Background: an optimization exercise with open tools, aiming at small area. Do not read the settings as production practice. Only simulation tests tie the RTL to the original design; equivalence was not proved. No activity file was given, so power comes from the tool's default toggle rates.

==> violet <==
## aesPanelTop
module aesPanelTop (
	input  logic         clk,
	input  logic         rstN,
	input  logic         set,
	input  logic         buttonU,
	input  logic         buttonD,
	input  logic         buttonL,
	input  logic         buttonR,
	input  logic [127:0] cipherKey,
	output logic [3:0]   curPhase,
	output logic [7:0]   sevenNum,
	output logic         cipherValid
);
==> flow/config.mk <==
export PLATFORM = sky130hd
export DESIGN_NAME = aesPanelTop
export DESIGN_NICKNAME = aesPanelTop
export VERILOG_FILES = /design/flow/design.v
export SDC_FILE = /design/flow/constraint.sdc
export NUM_CORES = 8
export LEC_CHECK = 0
export CAP_MARGIN = 20
export CORE_MARGIN = 2
export CORE_UTILIZATION = 60
export PLACE_DENSITY = 0.75
export SLEW_MARGIN = 20
export SYNTH_HIERARCHICAL = 1
==> flow/constraint.sdc <==
create_clock -name core_clock -period 10.0 [get_ports {clk}]
set_input_delay 2.0000 -clock core_clock [delete_from_list [all_inputs] [get_ports {clk}]]
set_output_delay 2.0000 -clock core_clock [all_outputs]
set_load 0.01 [all_outputs]
standard.sh (not shown) runs the stock make flow with config.mk's settings and CLKGATE_MAP_FILE= SYNTH_SCRIPT=/design/flow/synth_recipe.tcl, a recipe that flattens the netlist after the stock synthesis.
==> flow/flow/run.sh <==
#!/bin/bash
# Layout flow: the standard synthesis, unchanged, then the standard
# layout with two settings of its own:
#  - each input and output port gets the smallest buffer cell (buf_1)
#    instead of the flow's default port buffer;
#  - the clock tree uses clkbuf_4, clusters of up to 10 sinks
#    within 40 um, and no dummy loads.
# Each step's full output goes to a log file in the work folder.
set -euo pipefail

bash standard.sh synth > synth.log 2>&1

bash standard.sh \
	"BUFFER_PORTS_ARGS=-buffer_cell sky130_fd_sc_hd__buf_1" \
	"CTS_ARGS=-sink_clustering_enable -repair_clock_nets -dont_use_dummy_load -buf_list sky130_fd_sc_hd__clkbuf_4 -sink_clustering_size 10 -sink_clustering_max_diameter 40" \
	finish > layout.log 2>&1
==> inputs of yarrow, as changes to violet <==
--- a/flow/design.v
+++ b/flow/design.v
@@ -236,53 +236,28 @@
 		aesNor2 uOut (.a(lo[i % 4]), .b(hi[i / 4]), .y(y[i]));
 	end
 endmodule
 module aesDec16ne2 (
 	input  logic [3:0]  aN,
 	input  logic        en,
-	input  logic        en2,
 	output logic [15:0] y,
 	output logic [15:0] y2
 );
 	logic [3:0] a;
 	logic [3:0] lo;
 	logic [3:0] hi;
-	logic [3:0] hi2;
 	for (genvar i = 0; i < 4; i++) begin : gInv
 		aesInv uInv (.a(aN[i]), .y(a[i]));
 	end
 	for (genvar k = 0; k < 4; k++) begin : gPre
 		aesNand2 uLo (.a(((k >> 1) & 1) ? a[1] : aN[1]), .b((k & 1) ? a[0] : aN[0]), .y(lo[k]));
 		aesNand3 uHi (.a(((k >> 1) & 1) ? a[3] : aN[3]), .b((k & 1) ? a[2] : aN[2]), .c(en), .y(hi[k]));
-		aesNand3 uHi2 (.a(((k >> 1) & 1) ? a[3] : aN[3]), .b((k & 1) ? a[2] : aN[2]), .c(en2), .y(hi2[k]));
 	end
 	for (genvar i = 0; i < 16; i++) begin : gOut
 		aesNor2 uOut (.a(lo[i % 4]), .b(hi[i / 4]), .y(y[i]));
-		aesNor2 uOut2 (.a(lo[i % 4]), .b(hi2[i / 4]), .y(y2[i]));
-	end
-endmodule
-module aesSel48 (
-	input  logic [47:0]  sel,
-	input  logic [383:0] d,
-	output logic [7:0]   y
-);
-	for (genvar b = 0; b < 8; b++) begin : gBit
-		logic [15:0] t;
-		logic [3:0]  n;
-		for (genvar k = 0; k < 16; k++) begin : gTri
-			aesAoi222 uAoi (
-				.a1(sel[3 * k]),     .a2(d[24 * k + b]),
-				.b1(sel[3 * k + 1]), .b2(d[24 * k + 8 + b]),
-				.c1(sel[3 * k + 2]), .c2(d[24 * k + 16 + b]),
-				.y(t[k])
-			);
-		end
-		for (genvar k = 0; k < 4; k++) begin : gNand
-			aesNand4 uN (.a(t[4 * k]), .b(t[4 * k + 1]), .c(t[4 * k + 2]), .d(t[4 * k + 3]), .y(n[k]));
-		end
-		aesOr4 uOr (.a(n[0]), .b(n[1]), .c(n[2]), .d(n[3]), .y(y[b]));
+		aesNor2 uOut2 (.a(lo[i % 4]), .b(hi[i / 4]), .y(y2[i]));
 	end
 endmodule
 module aesSel32 (
 	input  logic [31:0]  sel,
 	input  logic [255:0] d,
 	output logic [7:0]   y
@@ -517,25 +492,23 @@
 module roundCounter (
 	input  logic       clk,
 	input  logic       start,
 	input  logic       busy,
 	input  logic [3:0] curPhase,
 	output logic       lastStep,
-	output logic       loadAny,
 	output logic       loadState,
 	output logic       stateSbox,
 	output logic       stateSum,
 	output logic       opKey,
 	output logic       opByte,
 	output logic       opDouble,
 	output logic       sboxKeyLo,
 	output logic       sboxKeyHi,
 	output logic       sboxData,
 	output logic [3:0] readIdxN,
 	output logic [3:0] readPhaseN,
-	output logic       keyLoad,
 	output logic       keyKeep,
 	output logic       mixSbox,
 	output logic       mixPrev,
 	output logic       mixRcon,
 	output logic [7:0] rcon,
 	output logic [3:0] tapSel
@@ -571,19 +544,19 @@
 	aesNor2 uV20 (.a(rev[2]), .b(rev[0]), .y(v20N));
 	aesNand2 uRevE (.a(v21N), .b(rev[0]), .y(revEN));
 	aesNand2 uRevC (.a(v20N), .b(rev[1]), .y(revCN));
 	logic nextRound;
 	aesAnd2 uNext (.a(revEnd), .b(rev7), .y(nextRound));
 	aesAnd3 uLast (.a(revEnd), .b(r10), .c(rev3), .y(lastStep));
-	logic vt1, vt2, vI0N, vI1, vI2;
+	logic vt1, vt2, vI0, vI1, vI2;
 	aesAnd2 uVt1 (.a(slotAll), .b(rev[0]), .y(vt1));
 	aesAnd2 uVt2 (.a(vt1), .b(rev[1]), .y(vt2));
-	aesXnor2 uVI0 (.a(rev[0]), .b(slotAll), .y(vI0N));
+	aesXor2 uVI0 (.a(rev[0]), .b(slotAll), .y(vI0));
 	aesXor2 uVI1 (.a(rev[1]), .b(vt1), .y(vI1));
 	aesXor2 uVI2 (.a(rev[2]), .b(vt2), .y(vI2));
-	aesNor2 uVN0 (.a(vI0N), .b(start), .y(revNext[0]));
+	aesOr2 uVN0 (.a(vI0), .b(start), .y(revNext[0]));
 	aesOr2 uVN1 (.a(vI1), .b(start), .y(revNext[1]));
 	aesOr2 uVN2 (.a(vI2), .b(start), .y(revNext[2]));
 	logic qt1, qt2, qt3;
 	logic [3:0] qX;
 	aesAnd2 uQt1 (.a(nextRound), .b(roundNum[0]), .y(qt1));
 	aesAnd2 uQt2 (.a(qt1), .b(roundNum[1]), .y(qt2));
@@ -600,16 +573,14 @@
 		rev      <= revNext;
 		roundNum <= roundNext;
 	end
 	logic actN, subBytes, expand, rconRev, finalKey, mixRev, mixRevPre, firstCol, firstColN;
 	logic keySbox, keySboxN, row3N, row0;
 	aesNand2 uActN (.a(busy), .b(r0N), .y(actN));
-	aesAnd2 uLoad (.a(busy), .b(r0), .y(loadAny));
-	aesAnd2 uLoadState (.a(loadAny), .b(rev[0]), .y(loadState));
-	aesAnd3b uLoadKey (.an(rev[0]), .b(busy), .c(r0), .y(keyLoad));
-	aesNand3b uKeep (.an(rev[0]), .b(busy), .c(r0), .y(keyKeep));
+	aesAnd2 uLoad (.a(busy), .b(r0), .y(loadState));
+	aesNand2 uKeep (.a(busy), .b(r0), .y(keyKeep));
 	aesNor2 uSub (.a(actN), .b(revAN), .y(subBytes));
 	aesNor2 uExpand (.a(actN), .b(revEN), .y(expand));
 	aesNor2 uRcon (.a(actN), .b(revCN), .y(rconRev));
 	aesAnd3 uFinal (.a(busy), .b(r10), .c(rev3), .y(finalKey));
 	aesNor2 uMixRevN (.a(actN), .b(r10), .y(mixRevPre));
 	aesAnd2 uMixRev (.a(mixRevPre), .b(revAN), .y(mixRev));
@@ -714,19 +685,20 @@
 	aesAnd2 uRc7 (.a(roundNum[3]), .b(n10), .y(rcon[7]));
 	aesAnd2 uOpByte (.a(mixRev), .b(mixByte), .y(opByte));
 	aesAnd2 uOpDbl (.a(mixRev), .b(mixDouble), .y(opDouble));
 	logic [3:0] slotN;
 	for (genvar i = 0; i < 4; i++) begin : gPhase
 		aesInv uSlotN (.a(slot[i]), .y(slotN[i]));
-		aesMux2i uPh (.a0(curPhase[i]), .a1(slotN[i]), .s(loadAny), .y(readPhaseN[i]));
+		aesMux2i uPh (.a0(curPhase[i]), .a1(slotN[i]), .s(loadState), .y(readPhaseN[i]));
 	end
 endmodule
 `timescale 1ns/1ps
 module keySchedule (
 	input  logic         clk,
-	input  logic [7:0]   rd,
+	input  logic [127:0] cipherKey,
+	input  logic [15:0]  loadSel,
 	input  logic         keyLoad,
 	input  logic         keyKeep,
 	input  logic         mixSbox,
 	input  logic         mixPrev,
 	input  logic         mixRcon,
 	input  logic [7:0]   rcon,
@@ -737,15 +709,17 @@
 	input  logic         sboxData,
 	input  logic [7:0]   keyed,
 	output logic [7:0]   sboxInN,
 	output logic [7:0]   keyTap
 );
 	logic [127:0] ring;
+	logic [7:0]   keyByte;
 	logic [7:0]   mixInN;
 	logic [7:0]   expanded;
 	logic [7:0]   keyIn;
+	aesSel16 uLoad (.sel(loadSel), .d(cipherKey), .y(keyByte));
 	for (genvar b = 0; b < 8; b++) begin : gSbIn
 		aesAoi222 uSbIn (
 			.a1(sboxKeyLo), .a2(ring[72 + b]),
 			.b1(sboxKeyHi), .b2(ring[104 + b]),
 			.c1(sboxData),  .c2(keyed[b]),
 			.y(sboxInN[b])
@@ -757,13 +731,13 @@
 			.a1(mixSbox), .a2(sboxOut[b]),
 			.b1(mixPrev), .b2(ring[96 + b]),
 			.c1(mixRcon), .c2(rcon[b]),
 			.y(mixInN[b])
 		);
 		aesXnor2 uExp (.a(ring[b]), .b(mixInN[b]), .y(expanded[b]));
-		aesAo22 uIn (.a1(keyLoad), .a2(rd[b]), .b1(keyKeep), .b2(expanded[b]), .y(keyIn[b]));
+		aesAo22 uIn (.a1(keyLoad), .a2(keyByte[b]), .b1(keyKeep), .b2(expanded[b]), .y(keyIn[b]));
 	end
 	always_ff @(posedge clk) begin
 		ring <= {keyIn, ring[127:8]};
 	end
 endmodule
 `timescale 1ns/1ps
@@ -917,15 +891,13 @@
 	output logic [7:0]   sevenNum,
 	output logic         cipherValid
 );
 	logic        start;
 	logic        busy;
 	logic        lastStep;
-	logic        loadAny;
 	logic        loadState;
-	logic        keyLoad;
 	logic        stateSbox;
 	logic        stateSum;
 	logic        opKey;
 	logic        opByte;
 	logic        opDouble;
 	logic        sboxKeyLo;
@@ -963,41 +935,40 @@
 	roundCounter uCounter (
 		.clk(clk),
 		.start(start),
 		.busy(busy),
 		.curPhase(curPhase),
 		.lastStep(lastStep),
-		.loadAny(loadAny),
 		.loadState(loadState),
 		.stateSbox(stateSbox),
 		.stateSum(stateSum),
 		.opKey(opKey),
 		.opByte(opByte),
 		.opDouble(opDouble),
 		.sboxKeyLo(sboxKeyLo),
 		.sboxKeyHi(sboxKeyHi),
 		.sboxData(sboxData),
 		.readIdxN(readIdxN),
 		.readPhaseN(readPhaseN),
-		.keyLoad(keyLoad),
 		.keyKeep(keyKeep),
 		.mixSbox(mixSbox),
 		.mixPrev(mixPrev),
 		.mixRcon(mixRcon),
 		.rcon(rcon),
 		.tapSel(tapSel)
 	);
 	aesOr2 uSelPlain (.a(set), .b(loadState), .y(selPlain));
-	aesNor2 uSelState (.a(set), .b(loadAny), .y(selState));
+	aesNor2 uSelState (.a(set), .b(loadState), .y(selState));
 	aesDec16ne uReadDec (.aN(readIdxN), .en(selState), .y(readSel));
-	aesDec16ne2 uPhaseDec (.aN(readPhaseN), .en(selPlain), .en2(keyLoad), .y(phaseSel), .y2(keySel));
-	aesSel48 uRead (.sel({readSel, keySel, phaseSel}), .d({stateRing, cipherKey, plainBlock}), .y(rd));
+	aesDec16ne2 uPhaseDec (.aN(readPhaseN), .en(selPlain), .y(phaseSel), .y2(keySel));
+	aesSel32 uRead (.sel({readSel, phaseSel}), .d({stateRing, plainBlock}), .y(rd));
 	keySchedule uKeys (
 		.clk(clk),
-		.rd(rd),
-		.keyLoad(keyLoad),
+		.cipherKey(cipherKey),
+		.loadSel(keySel),
+		.keyLoad(loadState),
 		.keyKeep(keyKeep),
 		.mixSbox(mixSbox),
 		.mixPrev(mixPrev),
 		.mixRcon(mixRcon),
 		.rcon(rcon),
 		.tapSel(tapSel),
==> run summary <==
item                                                              yarrow      violet
Run status                              no timing/DRC/antenna violations  no timing/DRC/antenna violations
Final core utilization                                            67.30%      67.38%
GRT met1 Usage                                                    43.54%      41.17%
Antenna Diode Count                                                    2           1
Vias after detailed routing                                        11360       11610
Routed length per placed instance                               21.27 µm    23.55 µm
Transition at the pin with the smallest max-transition slack    1.076 ns    1.072 ns
Sequential share of cell area                                     51.80%      51.74%
Maximum achievable frequency                                   113.2 MHz   112.1 MHz
Final RePlAce weighted congestion                                 0.9480      0.9864
Proportion of power drawn by flip-flops and latches                33.4%       48.7%
Total power                                                      5451 µW     3589 µW
Clock tree cell share of total cell area                          2.369%      2.366%

==> try-garnet: inputs <==
aesPanelTop, a different RTL version from the one above (not shown whole).
==> flow/config.mk <==
export PLATFORM = sky130hd
export DESIGN_NAME = aesPanelTop
export DESIGN_NICKNAME = aesPanelTop
export VERILOG_FILES = /design/flow/design.v
export SDC_FILE = /design/flow/constraint.sdc
export NUM_CORES = 8
export LEC_CHECK = 0
export CAP_MARGIN = 20
export CORE_MARGIN = 2
export CORE_UTILIZATION = 60
export PLACE_DENSITY = 0.75
export SLEW_MARGIN = 20
export SYNTH_HIERARCHICAL = 1
==> flow/constraint.sdc <==
create_clock -name core_clock -period 10.0 [get_ports {clk}]
set_input_delay 2.0000 -clock core_clock [delete_from_list [all_inputs] [get_ports {clk}]]
set_output_delay 2.0000 -clock core_clock [all_outputs]
set_load 0.01 [all_outputs]
Scripts as last shown in full above: flow/flow/run.sh
==> inputs of try-xenon, as changes to try-garnet <==
--- a/flow/design.v
+++ b/flow/design.v
@@ -94,23 +94,14 @@
 	input  logic b,
 	input  logic c,
 	input  logic d,
 	output logic y
 );
 	assign y = a & b & c & d;
 endmodule
-module aesAnd4b (
-	input  logic an,
-	input  logic b,
-	input  logic c,
-	input  logic d,
-	output logic y
-);
-	assign y = ~an & b & c & d;
-endmodule
 module aesAnd3b (
 	input  logic an,
 	input  logic b,
 	input  logic c,
 	output logic y
 );
 	assign y = ~an & b & c;
@@ -143,22 +134,14 @@
 	input  logic an,
 	input  logic b,
 	input  logic c,
 	output logic y
 );
 	assign y = ~(~an & b & c);
 endmodule
-module aesO21a (
-	input  logic a1,
-	input  logic a2,
-	input  logic b,
-	output logic y
-);
-	assign y = (a1 | a2) & b;
-endmodule
 module aesO21ai (
 	input  logic a1,
 	input  logic a2,
 	input  logic b,
 	output logic y
 );
 	assign y = ~((a1 | a2) & b);
@@ -213,78 +196,14 @@
 		aesNand2 uLo (.a(((k >> 1) & 1) ? a[1] : aN[1]), .b((k & 1) ? a[0] : aN[0]), .y(lo[k]));
 		aesNand2 uHi (.a(((k >> 1) & 1) ? a[3] : aN[3]), .b((k & 1) ? a[2] : aN[2]), .y(hi[k]));
 	end
 	for (genvar i = 0; i < 16; i++) begin : gOut
 		aesNor2 uOut (.a(lo[i % 4]), .b(hi[i / 4]), .y(y[i]));
 	end
 endmodule
-module aesDec16ne (
-	input  logic [3:0]  aN,
-	input  logic        en,
-	output logic [15:0] y
-);
-	logic [3:0] a;
-	logic [3:0] lo;
-	logic [3:0] hi;
-	for (genvar i = 0; i < 4; i++) begin : gInv
-		aesInv uInv (.a(aN[i]), .y(a[i]));
-	end
-	for (genvar k = 0; k < 4; k++) begin : gPre
-		aesNand2 uLo (.a(((k >> 1) & 1) ? a[1] : aN[1]), .b((k & 1) ? a[0] : aN[0]), .y(lo[k]));
-		aesNand3 uHi (.a(((k >> 1) & 1) ? a[3] : aN[3]), .b((k & 1) ? a[2] : aN[2]), .c(en), .y(hi[k]));
-	end
-	for (genvar i = 0; i < 16; i++) begin : gOut
-		aesNor2 uOut (.a(lo[i % 4]), .b(hi[i / 4]), .y(y[i]));
-	end
-endmodule
-module aesDec16ne2 (
-	input  logic [3:0]  aN,
-	input  logic        en,
-	output logic [15:0] y,
-	output logic [15:0] y2
-);
-	logic [3:0] a;
-	logic [3:0] lo;
-	logic [3:0] hi;
-	for (genvar i = 0; i < 4; i++) begin : gInv
-		aesInv uInv (.a(aN[i]), .y(a[i]));
-	end
-	for (genvar k = 0; k < 4; k++) begin : gPre
-		aesNand2 uLo (.a(((k >> 1) & 1) ? a[1] : aN[1]), .b((k & 1) ? a[0] : aN[0]), .y(lo[k]));
-		aesNand3 uHi (.a(((k >> 1) & 1) ? a[3] : aN[3]), .b((k & 1) ? a[2] : aN[2]), .c(en), .y(hi[k]));
-	end
-	for (genvar i = 0; i < 16; i++) begin : gOut
-		aesNor2 uOut (.a(lo[i % 4]), .b(hi[i / 4]), .y(y[i]));
-		aesNor2 uOut2 (.a(lo[i % 4]), .b(hi[i / 4]), .y(y2[i]));
-	end
-endmodule
-module aesSel32 (
-	input  logic [31:0]  sel,
-	input  logic [255:0] d,
-	output logic [7:0]   y
-);
-	for (genvar b = 0; b < 8; b++) begin : gBit
-		logic [11:0] t;
-		logic [2:0]  n;
-		for (genvar k = 0; k < 10; k++) begin : gTri
-			aesAoi222 uAoi (
-				.a1(sel[3 * k]),     .a2(d[24 * k + b]),
-				.b1(sel[3 * k + 1]), .b2(d[24 * k + 8 + b]),
-				.c1(sel[3 * k + 2]), .c2(d[24 * k + 16 + b]),
-				.y(t[k])
-			);
-		end
-		aesNand2 uLast0 (.a(sel[30]), .b(d[240 + b]), .y(t[10]));
-		aesNand2 uLast1 (.a(sel[31]), .b(d[248 + b]), .y(t[11]));
-		aesNand4 uN0 (.a(t[0]), .b(t[1]), .c(t[2]), .d(t[3]), .y(n[0]));
-		aesNand4 uN1 (.a(t[4]), .b(t[5]), .c(t[6]), .d(t[7]), .y(n[1]));
-		aesNand4 uN2 (.a(t[8]), .b(t[9]), .c(t[10]), .d(t[11]), .y(n[2]));
-		aesOr3 uOr (.a(n[0]), .b(n[1]), .c(n[2]), .y(y[b]));
-	end
-endmodule
 module aesSel16 (
 	input  logic [15:0]  sel,
 	input  logic [127:0] d,
 	output logic [7:0]   y
 );
 	for (genvar b = 0; b < 8; b++) begin : gBit
 		logic [5:0] t;
@@ -654,18 +573,18 @@
 	aesXor2 uI1 (.a(ix1), .b(ic1), .y(readIdxN[1]));
 	aesMaj3 uIc2 (.a(pickN[1]), .b(slot[1]), .c(ic1), .y(ic2));
 	aesXor2 uIx2 (.a(pickN[2]), .b(slot[2]), .y(ix2));
 	aesXor2 uI2 (.a(ix2), .b(ic2), .y(readIdxN[2]));
 	aesMaj3 uIc3 (.a(pickN[2]), .b(slot[2]), .c(ic2), .y(ic3));
 	aesXor2 uIx3 (.a(pickN[3]), .b(slot[3]), .y(ix3));
 	aesXor2 uI3 (.a(ix3), .b(ic3), .y(readIdxN[3]));
-	logic kl0, kl1, klc, kp0, kpa, kpb, kp1, kt1, kt0N, kt1N;
-	aesXnor2 uKl0 (.a(roundNum[0]), .b(rev[0]), .y(kl0));
-	aesOr2 uKlc (.a(roundNum[0]), .b(rev[0]), .y(klc));
-	aesXnor2 uKl1 (.a(roundNum[1]), .b(klc), .y(kl1));
+	logic kl0, kl1, klx, kp0, kpa, kpb, kp1, kt1, kt0N, kt1N;
+	aesNor2 uKl0 (.a(roundNum[0]), .b(finalKey), .y(kl0));
+	aesXnor2 uKlx (.a(roundNum[1]), .b(roundNum[0]), .y(klx));
+	aesOr2 uKl1 (.a(finalKey), .b(klx), .y(kl1));
 	aesAnd2 uKp0 (.a(kl0), .b(slot[0]), .y(kp0));
 	aesAnd2 uKpa (.a(kl1), .b(slot[0]), .y(kpa));
 	aesAnd2 uKpb (.a(kl0), .b(slot[1]), .y(kpb));
 	aesXor2 uKp1 (.a(kpa), .b(kpb), .y(kp1));
 	aesXor2 uKt1 (.a(kp1), .b(kp0), .y(kt1));
 	aesInv uKt0N (.a(kp0), .y(kt0N));
 	aesInv uKt1N (.a(kt1), .y(kt1N));
@@ -749,51 +668,54 @@
 	always_ff @(posedge clk) begin
 		ring <= {keyIn, ring[127:8]};
 	end
 endmodule
 `timescale 1ns/1ps
 module roundDatapath (
 	input  logic         clk,
-	input  logic [7:0]   rd,
+	input  logic [7:0]   plainByte,
 	input  logic         loadState,
 	input  logic         stateSbox,
 	input  logic         stateSum,
 	input  logic         opKey,
 	input  logic         opByte,
 	input  logic         opDouble,
 	input  logic [7:0]   keyTap,
 	input  logic [7:0]   sboxInN,
-	output logic [127:0] ring,
+	input  logic [15:0]  readSel,
+	output logic [7:0]   readByte,
 	output logic [7:0]   keyed,
 	output logic [7:0]   sboxOut
 );
+	logic [127:0] ring;
 	logic [7:0]   doubled;
 	logic [7:0]   operandN;
 	logic [7:0]   sum;
 	logic [7:0]   stateInN;
 	logic [7:0]   stateIn;
-	assign doubled[0] = rd[7];
-	assign doubled[2] = rd[1];
-	assign doubled[5] = rd[4];
-	assign doubled[6] = rd[5];
-	assign doubled[7] = rd[6];
-	aesXor2 uDbl1 (.a(rd[0]), .b(rd[7]), .y(doubled[1]));
-	aesXor2 uDbl3 (.a(rd[2]), .b(rd[7]), .y(doubled[3]));
-	aesXor2 uDbl4 (.a(rd[3]), .b(rd[7]), .y(doubled[4]));
+	aesSel16 uRead (.sel(readSel), .d(ring), .y(readByte));
+	assign doubled[0] = readByte[7];
+	assign doubled[2] = readByte[1];
+	assign doubled[5] = readByte[4];
+	assign doubled[6] = readByte[5];
+	assign doubled[7] = readByte[6];
+	aesXor2 uDbl1 (.a(readByte[0]), .b(readByte[7]), .y(doubled[1]));
+	aesXor2 uDbl3 (.a(readByte[2]), .b(readByte[7]), .y(doubled[3]));
+	aesXor2 uDbl4 (.a(readByte[3]), .b(readByte[7]), .y(doubled[4]));
 	for (genvar b = 0; b < 8; b++) begin : gBit
 		aesAoi222 uOp (
 			.a1(opKey),    .a2(keyTap[b]),
-			.b1(opByte),   .b2(rd[b]),
+			.b1(opByte),   .b2(readByte[b]),
 			.c1(opDouble), .c2(doubled[b]),
 			.y(operandN[b])
 		);
 		aesXnor2 uSum (.a(ring[b]), .b(operandN[b]), .y(sum[b]));
 		aesXor2 uKeyed (.a(ring[b]), .b(keyTap[b]), .y(keyed[b]));
 		aesAoi222 uIn (
-			.a1(loadState), .a2(rd[b]),
+			.a1(loadState), .a2(plainByte[b]),
 			.b1(stateSbox), .b2(sboxOut[b]),
 			.c1(stateSum),  .c2(sum[b]),
 			.y(stateInN[b])
 		);
 		aesInv uInv (.a(stateInN[b]), .y(stateIn[b]));
 	end
 	aesSboxN uSbox (.dinN(sboxInN), .dout(sboxOut));
@@ -807,27 +729,32 @@
 	input  logic         rstN,
 	input  logic         set,
 	input  logic         buttonU,
 	input  logic         buttonD,
 	input  logic         buttonL,
 	input  logic         buttonR,
 	input  logic         cipherValid,
+	input  logic [7:0]   cipherByte,
 	input  logic [15:0]  phaseSel,
-	input  logic [7:0]   rd,
-	output logic [127:0] plainBlock,
+	output logic [7:0]   plainByte,
 	output logic [3:0]   curPhase,
 	output logic [7:0]   sevenNum
 );
+	logic [127:0] plainBlock;
 	logic         rst;
 	logic [7:0]   same;
 	logic [8:0]   carry;
 	logic [7:0]   editByte;
+	logic [7:0]   writeByte;
 	logic         edit;
 	logic [15:0]  writeEn;
+	logic         showPlain;
+	logic         showCipher;
 	logic [7:0]   display;
+	aesSel16 uRead (.sel(phaseSel), .d(plainBlock), .y(plainByte));
 	logic       phaseMove;
 	logic [2:0] phaseSame;
 	logic [3:0] phaseCarry;
 	logic [3:0] phaseToggle;
 	logic [3:0] phaseKeep;
 	logic [3:0] phaseNext;
 	aesOr2 uMove (.a(buttonR), .b(buttonL), .y(phaseMove));
@@ -843,49 +770,51 @@
 		aesNor2 uNext (.a(rst), .b(phaseKeep[i]), .y(phaseNext[i]));
 	end
 	always_ff @(posedge clk) begin
 		curPhase <= phaseNext;
 	end
 	assign carry[0] = 1'b1;
 	for (genvar i = 0; i < 8; i++) begin : gEdit
-		aesXnor2 uSame (.a(rd[i]), .b(buttonU), .y(same[i]));
+		aesXnor2 uSame (.a(plainByte[i]), .b(buttonU), .y(same[i]));
 		if (i == 0) begin : gFirst
 			assign carry[1] = same[0];
 		end else begin : gNext
 			aesAnd2 uCarry (.a(carry[i]), .b(same[i]), .y(carry[i + 1]));
 		end
 	end
 	aesInv uRst (.a(rstN), .y(rst));
-	aesInv uToggle0 (.a(rd[0]), .y(editByte[0]));
-	for (genvar i = 1; i < 8; i++) begin : gToggle
-		aesXor2 uToggle (.a(rd[i]), .b(carry[i]), .y(editByte[i]));
+	aesNor2 uWr0 (.a(rst), .b(plainByte[0]), .y(writeByte[0]));
+	for (genvar i = 1; i < 8; i++) begin : gWrite
+		aesXor2 uToggle (.a(plainByte[i]), .b(carry[i]), .y(editByte[i]));
+		aesAnd2 uZero (.a(rstN), .b(editByte[i]), .y(writeByte[i]));
 	end
+	assign editByte[0] = ~plainByte[0];
 	logic editButton;
 	aesOr2 uEditButton (.a(buttonU), .b(buttonD), .y(editButton));
-	aesAnd4b uEdit (.an(carry[8]), .b(set), .c(editButton), .d(rstN), .y(edit));
-	logic [15:0]  keep;
+	aesAnd3b uEdit (.an(carry[8]), .b(set), .c(editButton), .y(edit));
+	logic [15:0]  writeEnN;
 	logic [127:0] plainNext;
 	for (genvar b = 0; b < 16; b++) begin : gEnable
-		aesAnd2 uEn (.a(edit), .b(phaseSel[b]), .y(writeEn[b]));
-		aesNor2 uKeep (.a(writeEn[b]), .b(rst), .y(keep[b]));
+		aesAo21 uEn (.a1(edit), .a2(phaseSel[b]), .b(rst), .y(writeEn[b]));
+		aesInv uEnN (.a(writeEn[b]), .y(writeEnN[b]));
 		for (genvar i = 0; i < 8; i++) begin : gHold
 			aesAo22 uHold (
-				.a1(writeEn[b]), .a2(editByte[i]),
-				.b1(keep[b]),    .b2(plainBlock[8 * b + i]),
+				.a1(writeEn[b]),  .a2(writeByte[i]),
+				.b1(writeEnN[b]), .b2(plainBlock[8 * b + i]),
 				.y(plainNext[8 * b + i])
 			);
 		end
 	end
 	always_ff @(posedge clk) begin
 		plainBlock <= plainNext;
 	end
-	logic showAny;
-	aesO21a uShow (.a1(set), .a2(cipherValid), .b(rstN), .y(showAny));
+	aesAnd2 uShowPlain (.a(rstN), .b(set), .y(showPlain));
+	aesAnd3b uShowCipher (.an(set), .b(rstN), .c(cipherValid), .y(showCipher));
 	for (genvar i = 0; i < 8; i++) begin : gShow
-		aesAnd2 uShow (.a(showAny), .b(rd[i]), .y(display[i]));
+		aesAo22 uShow (.a1(showPlain), .a2(plainByte[i]), .b1(showCipher), .b2(cipherByte[i]), .y(display[i]));
 	end
 	always_ff @(posedge clk) begin
 		sevenNum <= display;
 	end
 endmodule
 `timescale 1ns/1ps
 module aesPanelTop (
@@ -919,20 +848,16 @@
 	logic        mixSbox;
 	logic        mixPrev;
 	logic        mixRcon;
 	logic [7:0]  rcon;
 	logic [3:0]  tapSel;
 	logic [15:0] readSel;
 	logic [15:0] phaseSel;
-	logic [15:0] keySel;
-	logic [7:0]  rd;
-	logic [127:0] plainBlock;
-	logic [127:0] stateRing;
-	logic        selPlain;
-	logic        selState;
+	logic [7:0]  plainByte;
+	logic [7:0]  readByte;
 	logic [7:0]  sboxOut;
 	logic [7:0]  keyed;
 	logic [7:0]  sboxInN;
 	logic [7:0]  keyTap;
 	encryptCtrl uCtrl (
 		.clk(clk),
 		.rstN(rstN),
@@ -962,23 +887,20 @@
 		.keyKeep(keyKeep),
 		.mixSbox(mixSbox),
 		.mixPrev(mixPrev),
 		.mixRcon(mixRcon),
 		.rcon(rcon),
 		.tapSel(tapSel)
 	);
-	aesOr2 uSelPlain (.a(set), .b(loadState), .y(selPlain));
-	aesNor2 uSelState (.a(set), .b(loadState), .y(selState));
-	aesDec16ne uReadDec (.aN(readIdxN), .en(selState), .y(readSel));
-	aesDec16ne2 uPhaseDec (.aN(readPhaseN), .en(selPlain), .y(phaseSel), .y2(keySel));
-	aesSel32 uRead (.sel({readSel, phaseSel}), .d({stateRing, plainBlock}), .y(rd));
+	aesDec16n uReadDec (.aN(readIdxN), .y(readSel));
+	aesDec16n uPhaseDec (.aN(readPhaseN), .y(phaseSel));
 	keySchedule uKeys (
 		.clk(clk),
 		.cipherKey(cipherKey),
-		.loadSel(keySel),
+		.loadSel(phaseSel),
 		.keyLoad(loadState),
 		.keyKeep(keyKeep),
 		.mixSbox(mixSbox),
 		.mixPrev(mixPrev),
 		.mixRcon(mixRcon),
 		.rcon(rcon),
 		.tapSel(tapSel),
@@ -988,36 +910,37 @@
 		.sboxData(sboxData),
 		.keyed(keyed),
 		.sboxInN(sboxInN),
 		.keyTap(keyTap)
 	);
 	roundDatapath uDatapath (
 		.clk(clk),
-		.rd(rd),
+		.plainByte(plainByte),
 		.loadState(loadState),
 		.stateSbox(stateSbox),
 		.stateSum(stateSum),
 		.opKey(opKey),
 		.opByte(opByte),
 		.opDouble(opDouble),
 		.keyTap(keyTap),
 		.sboxInN(sboxInN),
-		.ring(stateRing),
+		.readSel(readSel),
+		.readByte(readByte),
 		.keyed(keyed),
 		.sboxOut(sboxOut)
 	);
 	panelEntry uPanel (
 		.clk(clk),
 		.rstN(rstN),
 		.set(set),
 		.buttonU(buttonU),
 		.buttonD(buttonD),
 		.buttonL(buttonL),
 		.buttonR(buttonR),
 		.cipherValid(cipherValid),
+		.cipherByte(readByte),
 		.phaseSel(phaseSel),
-		.rd(rd),
-		.plainBlock(plainBlock),
+		.plainByte(plainByte),
 		.curPhase(curPhase),
 		.sevenNum(sevenNum)
 	);
 endmodule
==> flow/flow/run.sh (replaced) <==
#!/bin/bash
# Layout flow: the standard synthesis, unchanged, then the standard
# layout with two settings of its own:
#  - each input and output port gets the smallest buffer cell (buf_1)
#    instead of the flow's default port buffer;
#  - the clock tree uses clkbuf_4, clusters of up to 11 sinks
#    within 45 um, and no dummy loads.
# Each step's full output goes to a log file in the work folder.
set -euo pipefail

bash standard.sh synth > synth.log 2>&1

bash standard.sh \
	"BUFFER_PORTS_ARGS=-buffer_cell sky130_fd_sc_hd__buf_1" \
	"CTS_ARGS=-sink_clustering_enable -repair_clock_nets -dont_use_dummy_load -buf_list sky130_fd_sc_hd__clkbuf_4 -sink_clustering_size 11 -sink_clustering_max_diameter 45" \
	finish > layout.log 2>&1
Settings changed: CORE_UTILIZATION 60 to 40, PLACE_DENSITY 0.75 to 0.6.
==> summary of the runs <==
- Against try-garnet, the synthesized area of try-xenon is larger by about 0.45%.
- In try-garnet the critical path depth is lower than in try-xenon, by 2.
- Between try-xenon and try-garnet, the lower power is in try-garnet (gap 32%, measured against try-garnet).
- Between try-xenon and try-garnet, the lower sequential power is in try-garnet (gap about 16%, measured against try-garnet).
- Between try-xenon and try-garnet, the lower setup slack is in try-xenon (gap 0.55 ns).
- Clock power is about the same in try-garnet and try-xenon.

[re-timing with driven ports]
The results above use ideal ports. As a check the final layouts listed here were re-extracted and re-timed, cells and wires unchanged.
Step 1 assumes that a clkbuf_16 drives the clock port and a buf_2 every other input.
Step 2 moves the port delays by t, midway between the first and last clock arrival at a register: inputs arrive t later, outputs are due t later. That takes back most of the time a late clock gives input paths.
Three values: ideal, step 1, step 2; two values: the first two.
| run | t, ns | setup WS [ns] | hold slack, ns | worst setup path after step 2 | pins driven straight from the clock port |
|---|---|---|---|---|---|
| violet | 0.725 | 1.083 / 1.083 / 1.083 | 0.267 / 0.267 / 0.267 | register to register | 1 |
| yarrow | 0.694 | 1.167 / 1.167 / 1.167 | 0.248 / 0.248 / 0.248 | register to register | 1 |
| try-garnet | 0.710 | 1.477 / 1.477 / 1.477 | 0.227 / 0.227 / 0.227 | register to register | 1 |
| try-xenon | 0.771 | 0.927 / 0.927 / 0.927 | 0.294 / 0.294 / 0.294 | register to register | 1 |
After both steps setup and hold are still met in every run listed.
